What follows belongs to an exercise in optimizing a design on an open flow for small area; a production flow would make more cautious choices.
In this exercise RTL edits were held to simulation tests only and were not proved equivalent to the original.
Power figures rest on the tool's default switching activity, not on a simulated workload.

==> flow/design.v (excerpt) <==
module signal_meter_top (
    input  logic        clk,
    input  logic        rst_n,
    input  logic        measure_en,
    input  logic        sample_valid,
    input  logic [7:0]  sample_data,
    output logic [15:0] freq_out,
    output logic [15:0] amplitude_out,
    output logic [15:0] duty_out,
    output logic        freq_is_khz,
    output logic        results_updated
);
Size: roughly 940 cells after synthesis, roughly 0.0082 mm2 of cells after synthesis.
clock: 10.0 ns
lec_check: 0
cap_margin: 20
core_margin: 2
core_utilization: 40
cts_buf_list: sky130_fd_sc_hd__clkbuf_8
gpl_timing_driven: 0
slew_margin: 20
standard.sh (not shown) runs the stock make flow with config.mk's settings and CLKGATE_MAP_FILE= SYNTH_SCRIPT=/design/flow/synth_recipe.tcl, a recipe that flattens the netlist after the stock synthesis.
==> flow/flow/run.sh <==
#!/bin/bash
# Own layout flow: the standard synthesis, then its combinational gates are
# re-mapped for area with Yosys/ABC (registers untouched: same instances, names
# and cells), proven equivalent, then the standard layout steps with the
# port buffers made of the smallest plain buffer cell and a clock tree
# without dummy loads.
# Each tool's output goes to a log_*.txt file in the work folder.
set -euo pipefail
W=$(pwd)
R=$W/orfs/results/$FLOW_PLATFORM/signal_meter_top/base
YOSYS=$FLOW_HOME/../tools/install/yosys/bin/yosys
[ -x "$YOSYS" ] || YOSYS=yosys
LIB=$FLOW_HOME/platforms/$FLOW_PLATFORM/lib/sky130_fd_sc_hd__tt_025C_1v80.lib
DU=$(sed 's/^/-dont_use /' $W/flow/dont_use.txt | tr '\n' ' ')

# ports get the smallest plain buffer instead of a delay cell
export BUFFER_PORTS_ARGS="-buffer_cell sky130_fd_sc_hd__buf_1"
# clock tree of clkbuf_8 without dummy loads
export CTS_ARGS="-sink_clustering_enable -repair_clock_nets -buf_list sky130_fd_sc_hd__clkbuf_8 -dont_use_dummy_load"

bash standard.sh synth > $W/log_synth.txt 2>&1
cp $R/1_2_yosys.v $W/std_1_2_yosys.v

subst() {
  sed -e "s#@LIB@#$LIB#g" -e "s#@IN@#$W/std_1_2_yosys.v#g" -e "s#@OUT@#$W/reopt.v#g" \
      -e "s#@WORK@#$W#g" -e "s#@DU@#$DU#g" "$1" > "$2"
}
subst $W/flow/reopt.ys $W/reopt_run.ys
subst $W/flow/eqcheck.ys $W/eqcheck_run.ys

use_reopt=0
if $YOSYS -q -l $W/log_reopt.txt $W/reopt_run.ys > /dev/null 2>&1; then
  # the registers must be exactly the standard synthesis's
  regs() { grep -E '^\s*sky130_fd_sc_hd__(df|edf|sdf|sedf|dl)' "$1" | awk '{print $1, $2}' | sort; }
  if [ "$(regs $W/std_1_2_yosys.v)" == "$(regs $W/reopt.v)" ] && ! grep -qE '^\s*\\\$' $W/reopt.v; then
    if $YOSYS -q -l $W/log_eqcheck.txt $W/eqcheck_run.ys > /dev/null 2>&1; then
      use_reopt=1
    fi
  fi
fi
echo "use_reopt=$use_reopt" | tee $W/log_choice.txt

if [ $use_reopt = 1 ]; then
  cp $W/reopt.v $R/1_2_yosys.v
  rm -f $R/1_synth.odb $R/1_synth.sdc
fi
bash standard.sh > $W/log_layout.txt 2>&1
==> flow/flow/area.abc <==
strash
dc2
&get -n
&deepsyn -T 40
&put
dch -f
amap
Other scripts of this flow, unchanged in this note and not shown: flow/flow/dont_use.txt, flow/flow/eqcheck.ys, flow/flow/reopt.ys
Edit:
--- a/flow/flow/run.sh
+++ b/flow/flow/run.sh
@@ -6 +6 @@
-# without dummy loads.
+# without dummy loads, and a single tie cell for the constant outputs.
@@ -17,0 +18,2 @@
+# one tie cell for all constant outputs
+export SKIP_REPAIR_TIE_FANOUT=1
Outcome: The changed run ran to the end with no violations; worst setup slack improved by 470 ps; die area is lower by 0.43%; sequential power increases by about 0.4%; first-iteration DRC count is lower by 14%; sequential cell count is unchanged; core utilization shrinks by 0.39 points; fmax climbs by about 7%; non-clock buffer count drops by 3; routed wire length barely changes; total power shrinks by 3.4%.
Edit:
--- a/flow/flow/run.sh
+++ b/flow/flow/run.sh
@@ -6 +6 @@
-# without dummy loads, and a single tie cell for the constant outputs.
+# without dummy loads.
@@ -18,2 +17,0 @@
-# one tie cell for all constant outputs
-export SKIP_REPAIR_TIE_FANOUT=1
Settings changed: GPL_TIMING_DRIVEN 0 to unset.
Utilization rises by 0.17 points.
Worst hold slack gets better by 7.6 ps.
Routed wire length rises by 0.81%.
Via count rises by 2.5%.
Maximum frequency falls by 6.8%.
Setup slack gets worse by 510 ps.
First-iteration DRC count rises by 19%.
Edit:
--- a/flow/flow/run.sh
+++ b/flow/flow/run.sh
@@ -6 +6 @@
-# without dummy loads.
+# without dummy loads, and a single tie cell for the constant outputs.
@@ -17,0 +18,2 @@
+# one tie cell for all constant outputs
+export SKIP_REPAIR_TIE_FANOUT=1
What happened:
- The changed run ran to the end with no violations
- power came out lower by a few percent
- utilization came out lower by 0.38 points
- worst setup slack is better by 950 ps
Edit:
==> flow/flow/area.abc (replaced) <==
strash
dc2
&get -n
&deepsyn -T 40 -o
&put
dch -f
amap
&get -n
&deepsyn -T 30 -o
&put
dch -f
amap
What happened:
- maximum frequency goes down by about 1%
- sequential power hardly moves
- routed wire length is lower by 3.5%
- hold slack is better by 19 ps
Edit:
Settings changed: CAP_MARGIN 20 to 0, SLEW_MARGIN 20 to 0.
- The new run completed without violations
- count of clock-buffer cells in the layout is unchanged
- final area hardly moves
- via count increases by 0.35%
- routed wire length hardly moves
- global-route usage stays the same

==> re-timing with driven ports <==
Ports are ideal in the flow. The routed layouts listed here were re-timed in OpenROAD.
Step 1 (the two cells are an assumption about what drives the block):
set clk [get_ports {clk}]
set_driving_cell -lib_cell sky130_fd_sc_hd__clkbuf_16 $clk
set_driving_cell -lib_cell sky130_fd_sc_hd__buf_2 [delete_from_list [all_inputs] $clk]
Step 2 also shifts input and output timing later by t, the mid clock arrival at the registers, as if the neighbouring blocks saw the same clock.
Slacks: ideal ports / drivers / drivers and shift; pairs: ideal ports / drivers.
run | shift t [ns] | setup slack, ns | hold WS [ns] | worst setup path at the end
the first run | 0.493 | 2.553 / 2.553 / 2.553 | 0.437 / 0.437 / 0.437 | register to register
the second run | 0.478 | 3.028 / 3.047 / 2.569 | 0.433 / 0.433 / 0.433 | input to register
the third run | 0.484 | 2.522 / 2.522 / 2.522 | 0.441 / 0.441 / 0.441 | register to register
the fourth run | 0.487 | 3.475 / 3.489 / 3.002 | 0.426 / 0.426 / 0.426 | input to register
the fifth run | 0.487 | 3.407 / 3.428 / 2.941 | 0.445 / 0.445 / 0.445 | input to register
the sixth run | 0.487 | 3.409 / 3.430 / 2.943 | 0.445 / 0.445 / 0.445 | input to register
After both steps every run listed still meets setup and hold. For the fourth run, which loses most, drivers alone change the setup slack by +0.014 ns; drivers and shift together by -0.473 ns.
